This is an optimization exercise on Yosys and OpenROAD, whose aim is small area, not a production implementation. In this exercise RTL edits were held to simulation tests only and were not proved equivalent to the original. Power figures rest on the tool's default switching activity, not on a simulated workload.

==> 11-11: inputs <==
==> flow/design.v <==
package kgp_rf_pkg;
  localparam int DEF_DATA_W   = 32;
  localparam int DEF_NUM_REGS = 32;
endpackage
module rf_clear_seq (
  input  logic       clk,
  input  logic       rst_n,
  input  logic       clr_req,
  output logic       clr_busy,
  output logic [4:0] clr_idx
);
  logic       busy_q;
  logic [4:0] idx_q;
  always_ff @(posedge clk or negedge rst_n) begin
    if (!rst_n) begin
      busy_q <= 1'b0;
      idx_q  <= '0;
    end else begin
      busy_q <= busy_q ? (idx_q != 5'd31) : clr_req;
      idx_q  <= busy_q ? idx_q + 5'd1 : 5'd0;
    end
  end
  assign clr_busy = busy_q;
  assign clr_idx  = idx_q;
endmodule
module reg_file_sb (
  input  logic        clk,
  input  logic        rst_n,
  input  logic [4:0]  rd_addr_1,
  output logic [31:0] rd_data_1,
  output logic        rd_pend_1,
  input  logic [4:0]  rd_addr_2,
  output logic [31:0] rd_data_2,
  output logic        rd_pend_2,
  input  logic        wr_en,
  input  logic [4:0]  wr_addr,
  input  logic [31:0] wr_data,
  input  logic        issue_en,
  input  logic [4:0]  issue_addr,
  input  logic        clr_req,
  output logic        clr_busy
);
  logic [31:1][31:0] mem_q, mem_d;
  logic [31:1] vld_q, pend_q;
  logic [4:0]  clr_idx;
  logic        wr_ok, iss_ok, hit_1, hit_2;
  logic [31:1] wsel, wkeep, isel, csel, g_1, g_2;
  rf_clear_seq u_clear_seq (
    .clk      (clk),
    .rst_n    (rst_n),
    .clr_req  (clr_req),
    .clr_busy (clr_busy),
    .clr_idx  (clr_idx)
  );
  assign wr_ok  = wr_en && !clr_busy;
  assign iss_ok = issue_en && !clr_busy;
  assign hit_1  = wr_ok && (wr_addr != 5'd0) && (wr_addr == rd_addr_1);
  assign hit_2  = wr_ok && (wr_addr != 5'd0) && (wr_addr == rd_addr_2);
  always_comb begin
    for (int i = 1; i < 32; i++) begin
      wsel[i]  = wr_ok && (wr_addr == 5'(i));
      wkeep[i] = !wsel[i];
      isel[i]  = iss_ok && (issue_addr == 5'(i));
      csel[i]  = clr_busy && (clr_idx == 5'(i));
      g_1[i]   = (rd_addr_1 == 5'(i)) && vld_q[i] && !hit_1;
      g_2[i]   = (rd_addr_2 == 5'(i)) && vld_q[i] && !hit_2;
    end
  end
  for (genvar i = 1; i < 32; i++) begin : g_word
    rf_hold u_hold (
      .load (wsel[i]),
      .keep (wkeep[i]),
      .d_in (wr_data),
      .q    (mem_q[i]),
      .d    (mem_d[i])
    );
  end
  always_ff @(posedge clk) begin
    for (int i = 1; i < 32; i++) mem_q[i] <= mem_d[i];
  end
  always_ff @(posedge clk or negedge rst_n) begin
    if (!rst_n) begin
      vld_q  <= '0;
      pend_q <= '0;
    end else begin
      vld_q  <= (vld_q | wsel) & ~csel;
      pend_q <= ((pend_q & ~wsel) | isel) & ~csel;
    end
  end
  rf_rd_port u_rd_1 (
    .gate  (g_1),
    .hit   (hit_1),
    .w     (wr_data),
    .mem   (mem_q),
    .data  (rd_data_1)
  );
  rf_rd_port u_rd_2 (
    .gate  (g_2),
    .hit   (hit_2),
    .w     (wr_data),
    .mem   (mem_q),
    .data  (rd_data_2)
  );
  always_comb begin
    rd_pend_1 = 1'b0;
    rd_pend_2 = 1'b0;
    for (int i = 1; i < 32; i++) begin
      rd_pend_1 = rd_pend_1 | ((rd_addr_1 == 5'(i)) & pend_q[i] & !hit_1);
      rd_pend_2 = rd_pend_2 | ((rd_addr_2 == 5'(i)) & pend_q[i] & !hit_2);
    end
  end
endmodule
module rf_hold (
  input  logic        load,
  input  logic        keep,
  input  logic [31:0] d_in,
  input  logic [31:0] q,
  output logic [31:0] d
);
  assign d = ({32{load}} & d_in) | ({32{keep}} & q);
endmodule
module rf_rd_port (
  input  logic [31:1] gate,
  input  logic        hit,
  input  logic [31:0] w,
  input  logic [31:1][31:0] mem,
  output logic [31:0] data
);
  always_comb begin
    data = {32{hit}} & w;
    for (int i = 1; i < 32; i++) data = data | ({32{gate[i]}} & mem[i]);
  end
endmodule
==> flow/run.sh <==
#!/bin/bash
# synth_recipe.tcl (not shown) runs the flow's synth.tcl, then flattens the netlist and writes it again
# the make line also repeats each setting of config.mk as NAME=value (left out here)
make -C /OpenROAD-flow-scripts/flow DESIGN_CONFIG=/design/flow/config.mk WORK_HOME=/design/flow/orfs CLKGATE_MAP_FILE= SYNTH_SCRIPT=/design/flow/synth_recipe.tcl finish
==> flow/config.mk <==
export PLATFORM = sky130hd
export DESIGN_NAME = reg_file_sb
export DESIGN_NICKNAME = reg_file_sb
export VERILOG_FILES = /design/flow/design.v
export SDC_FILE = /design/flow/constraint.sdc
export NUM_CORES = 4
export LEC_CHECK = 0
export CAP_MARGIN = 20
export CORE_MARGIN = 2
export CORE_UTILIZATION = 40
export SLEW_MARGIN = 20
export SYNTH_HIERARCHICAL = 1
==> flow/constraint.sdc <==
create_clock -name core_clock -period 12.0 [get_ports {clk}]
set_input_delay 2.4000 -clock core_clock [delete_from_list [all_inputs] [get_ports {clk}]]
set_output_delay 2.4000 -clock core_clock [all_outputs]
set_load 0.01 [all_outputs]
==> 11-15: changes against 11-11 <==
==> flow/design.v, changed modules only <==
module reg_file_sb (
  input  logic        clk,
  input  logic        rst_n,
  input  logic [4:0]  rd_addr_1,
  output logic [31:0] rd_data_1,
  output logic        rd_pend_1,
  input  logic [4:0]  rd_addr_2,
  output logic [31:0] rd_data_2,
  output logic        rd_pend_2,
  input  logic        wr_en,
  input  logic [4:0]  wr_addr,
  input  logic [31:0] wr_data,
  input  logic        issue_en,
  input  logic [4:0]  issue_addr,
  input  logic        clr_req,
  output logic        clr_busy
);
  logic [31:1][31:0] mem_q, mem_d;
  logic [31:1] vld_q, pend_q;
  logic [4:0]  clr_idx;
  logic        wr_ok, iss_ok, hit_1, hit_2;
  logic [31:1] wsel, wkeep, isel, csel, g_1, g_2;
  rf_clear_seq u_clear_seq (
    .clk      (clk),
    .rst_n    (rst_n),
    .clr_req  (clr_req),
    .clr_busy (clr_busy),
    .clr_idx  (clr_idx)
  );
  assign wr_ok  = wr_en && !clr_busy;
  assign iss_ok = issue_en && !clr_busy;
  assign hit_1  = wr_ok && (wr_addr != 5'd0) && (wr_addr == rd_addr_1);
  assign hit_2  = wr_ok && (wr_addr != 5'd0) && (wr_addr == rd_addr_2);
  logic [3:0] wa, ia, ca, ra_1, ra_2;
  logic [7:0] wb, ib, cb, rb_1, rb_2;
  always_comb begin
    for (int j = 0; j < 4; j++) begin
      wa[j]   = (wr_addr[1:0] == 2'(j));
      ia[j]   = (issue_addr[1:0] == 2'(j));
      ca[j]   = (clr_idx[1:0] == 2'(j));
      ra_1[j] = (rd_addr_1[1:0] == 2'(j)) && !hit_1;
      ra_2[j] = (rd_addr_2[1:0] == 2'(j)) && !hit_2;
    end
    for (int j = 0; j < 8; j++) begin
      wb[j]   = (wr_addr[4:2] == 3'(j)) && wr_ok;
      ib[j]   = (issue_addr[4:2] == 3'(j)) && iss_ok;
      cb[j]   = (clr_idx[4:2] == 3'(j)) && clr_busy;
      rb_1[j] = (rd_addr_1[4:2] == 3'(j));
      rb_2[j] = (rd_addr_2[4:2] == 3'(j));
    end
    for (int i = 1; i < 32; i++) begin
      wsel[i]  = wa[i % 4] && wb[i / 4];
      wkeep[i] = !wsel[i];
      isel[i]  = ia[i % 4] && ib[i / 4];
      csel[i]  = ca[i % 4] && cb[i / 4];
      g_1[i]   = ra_1[i % 4] && rb_1[i / 4] && vld_q[i];
      g_2[i]   = ra_2[i % 4] && rb_2[i / 4] && vld_q[i];
    end
  end
  for (genvar i = 1; i < 32; i++) begin : g_word
    rf_hold u_hold (
      .load (wsel[i]),
      .keep (wkeep[i]),
      .d_in (wr_data),
      .q    (mem_q[i]),
      .d    (mem_d[i])
    );
  end
  always_ff @(posedge clk) begin
    for (int i = 1; i < 32; i++) mem_q[i] <= mem_d[i];
  end
  always_ff @(posedge clk or negedge rst_n) begin
    if (!rst_n) begin
      vld_q  <= '0;
      pend_q <= '0;
    end else begin
      vld_q  <= (vld_q | wsel) & ~csel;
      pend_q <= ((pend_q & ~wsel) | isel) & ~csel;
    end
  end
  rf_rd_port u_rd_1 (
    .gate  (g_1),
    .hit   (hit_1),
    .w     (wr_data),
    .mem   (mem_q),
    .data  (rd_data_1)
  );
  rf_rd_port u_rd_2 (
    .gate  (g_2),
    .hit   (hit_2),
    .w     (wr_data),
    .mem   (mem_q),
    .data  (rd_data_2)
  );
  always_comb begin
    rd_pend_1 = 1'b0;
    rd_pend_2 = 1'b0;
    for (int i = 1; i < 32; i++) begin
      rd_pend_1 = rd_pend_1 | (ra_1[i % 4] & rb_1[i / 4] & pend_q[i]);
      rd_pend_2 = rd_pend_2 | (ra_2[i % 4] & rb_2[i / 4] & pend_q[i]);
    end
  end
endmodule
module rf_hold (
  input  logic        load,
  input  logic        keep,
  input  logic [31:0] d_in,
  input  logic [31:0] q,
  output logic [31:0] d
);
  for (genvar b = 0; b < 32; b++) begin : g_bit
    rf_ao22 u_ao (.a0 (load), .b0 (d_in[b]), .a1 (keep), .b1 (q[b]), .y (d[b]));
  end
endmodule
module rf_ao22 (
  input  logic a0, b0, a1, b1,
  output logic y
);
  assign y = (a0 & b0) | (a1 & b1);
endmodule
module rf_rd_port (
  input  logic [31:1]        gate,
  input  logic               hit,
  input  logic [31:0]        w,
  input  logic [31:1][31:0]  mem,
  output logic [31:0]        data
);
  for (genvar b = 0; b < 32; b++) begin : g_bit
    logic [31:0] g, d;
    logic [11:0] n;
    logic [2:0]  h;
    assign g = {gate, hit};
    for (genvar i = 0; i < 32; i++) begin : g_in
      assign d[i] = (i == 0) ? w[b] : mem[i][b];
    end
    for (genvar k = 0; k < 10; k++) begin : g_aoi
      rf_aoi222 u_aoi (
        .a0 (g[3*k]),   .b0 (d[3*k]),
        .a1 (g[3*k+1]), .b1 (d[3*k+1]),
        .a2 (g[3*k+2]), .b2 (d[3*k+2]),
        .y  (n[k])
      );
    end
    rf_nand2 u_nand_30 (.a (g[30]), .b (d[30]), .y (n[10]));
    rf_nand2 u_nand_31 (.a (g[31]), .b (d[31]), .y (n[11]));
    rf_nand4 u_nand_0 (.a (n[0]), .b (n[1]), .c (n[2]),  .d (n[3]),  .y (h[0]));
    rf_nand4 u_nand_1 (.a (n[4]), .b (n[5]), .c (n[6]),  .d (n[7]),  .y (h[1]));
    rf_nand4 u_nand_2 (.a (n[8]), .b (n[9]), .c (n[10]), .d (n[11]), .y (h[2]));
    assign data[b] = |h;
  end
endmodule
module rf_aoi222 (
  input  logic a0, b0, a1, b1, a2, b2,
  output logic y
);
  assign y = ~((a0 & b0) | (a1 & b1) | (a2 & b2));
endmodule
module rf_nand2 (
  input  logic a, b,
  output logic y
);
  assign y = ~(a & b);
endmodule
module rf_nand4 (
  input  logic a, b, c, d,
  output logic y
);
  assign y = ~(a & b & c & d);
endmodule
==> flow/flow/run.sh (new file) <==
#!/bin/bash
# The standard ORFS layout, with two changes: the port buffers are the
# smallest buffer cell, and CTS clusters the flip-flops into groups of at most
# 20 within 80 um, drives each group with one clkbuf_16 and inserts no dummy
# loads. The make output goes to flow_make.log here; each ORFS step also keeps
# its own log under orfs/logs.
set -euo pipefail
export CTS_ARGS="-sink_clustering_enable -repair_clock_nets -sink_clustering_size 20 -sink_clustering_max_diameter 80 -buf_list sky130_fd_sc_hd__clkbuf_16 -dont_use_dummy_load"
export BUFFER_PORTS_ARGS="-buffer_cell sky130_fd_sc_hd__buf_1"
bash standard.sh finish > flow_make.log 2>&1
==> flow/standard.sh (new file) <==
#!/bin/bash
# synth_recipe.tcl (not shown) runs the flow's synth.tcl, then flattens the netlist and writes it again
# the make line also repeats each setting of config.mk as NAME=value (left out here)
make -C /OpenROAD-flow-scripts/flow DESIGN_CONFIG=/design/flow/config.mk WORK_HOME=/design/flow/orfs CLKGATE_MAP_FILE= SYNTH_SCRIPT=/design/flow/synth_recipe.tcl "${@:-finish}"
removed: flow/run.sh
==> summary.md <==
| Metric | Value |
|---|---|
| Mapped Cells | 4261 |
| DR WL/cell | 37.1 um |
| Worst skew pair latency | 0.73 ns |
| Met1 usage | 43.9% |
| Status | complete, no violations |
| Number of non-clock buffers | 223 |
| Syn avg cell area | 10.8 um^2 |
| Reg power frac | 48.8% |
| Area added between synthesis and finish | 10.3% |
-- figures above: 11-11

==> summary.md <==
| Metric | Value |
|---|---|
| Reg power frac | 60.5% |
| Worst skew pair latency | 0.71 ns |
| Met1 usage | 46.3% |
| Finished Core Util | 44.6% |
| DR WL/cell | 37.9 um |
| Area added between synthesis and finish | 10.8% |
| Syn avg cell area | 11.7 um^2 |
| Status | complete, no violations |
| Most instantiated cells after synthesis | a22o_1 (992), dfxtp_1 (992), a222oi_1 (640), nand4_1 (194), nand2_1 (176) |
| Mapped Cells | 3546 |
| Number of non-clock buffers | 225 |
-- figures above: 11-15

-- afterwards: timing with drivers on the ports --
The flow's constraints put no driver on any port. The routed layouts listed below were extracted and timed again, unchanged, in two steps.
Step 1 assumes that a clkbuf_16 drives the clock port and a buf_2 every other input.
Step 2 also shifts input and output timing later by t, the mid clock arrival at the registers, as if the neighbouring blocks saw the same clock.
Slacks: no drivers / after step 1 / after step 2; pairs: no drivers / after step 1.
run	t, ns	setup WS [ns]	worst data-port slew with drivers (ns)
11-11	0.784	2.268 / 2.245 / 2.245	0.07
11-15	0.749	2.587 / 2.565 / 2.565	0.10
After both steps every run listed still meets setup and hold. The setup slack of 11-11, which loses most, moves by -0.023 ns with the drivers and by -0.023 ns with both steps.
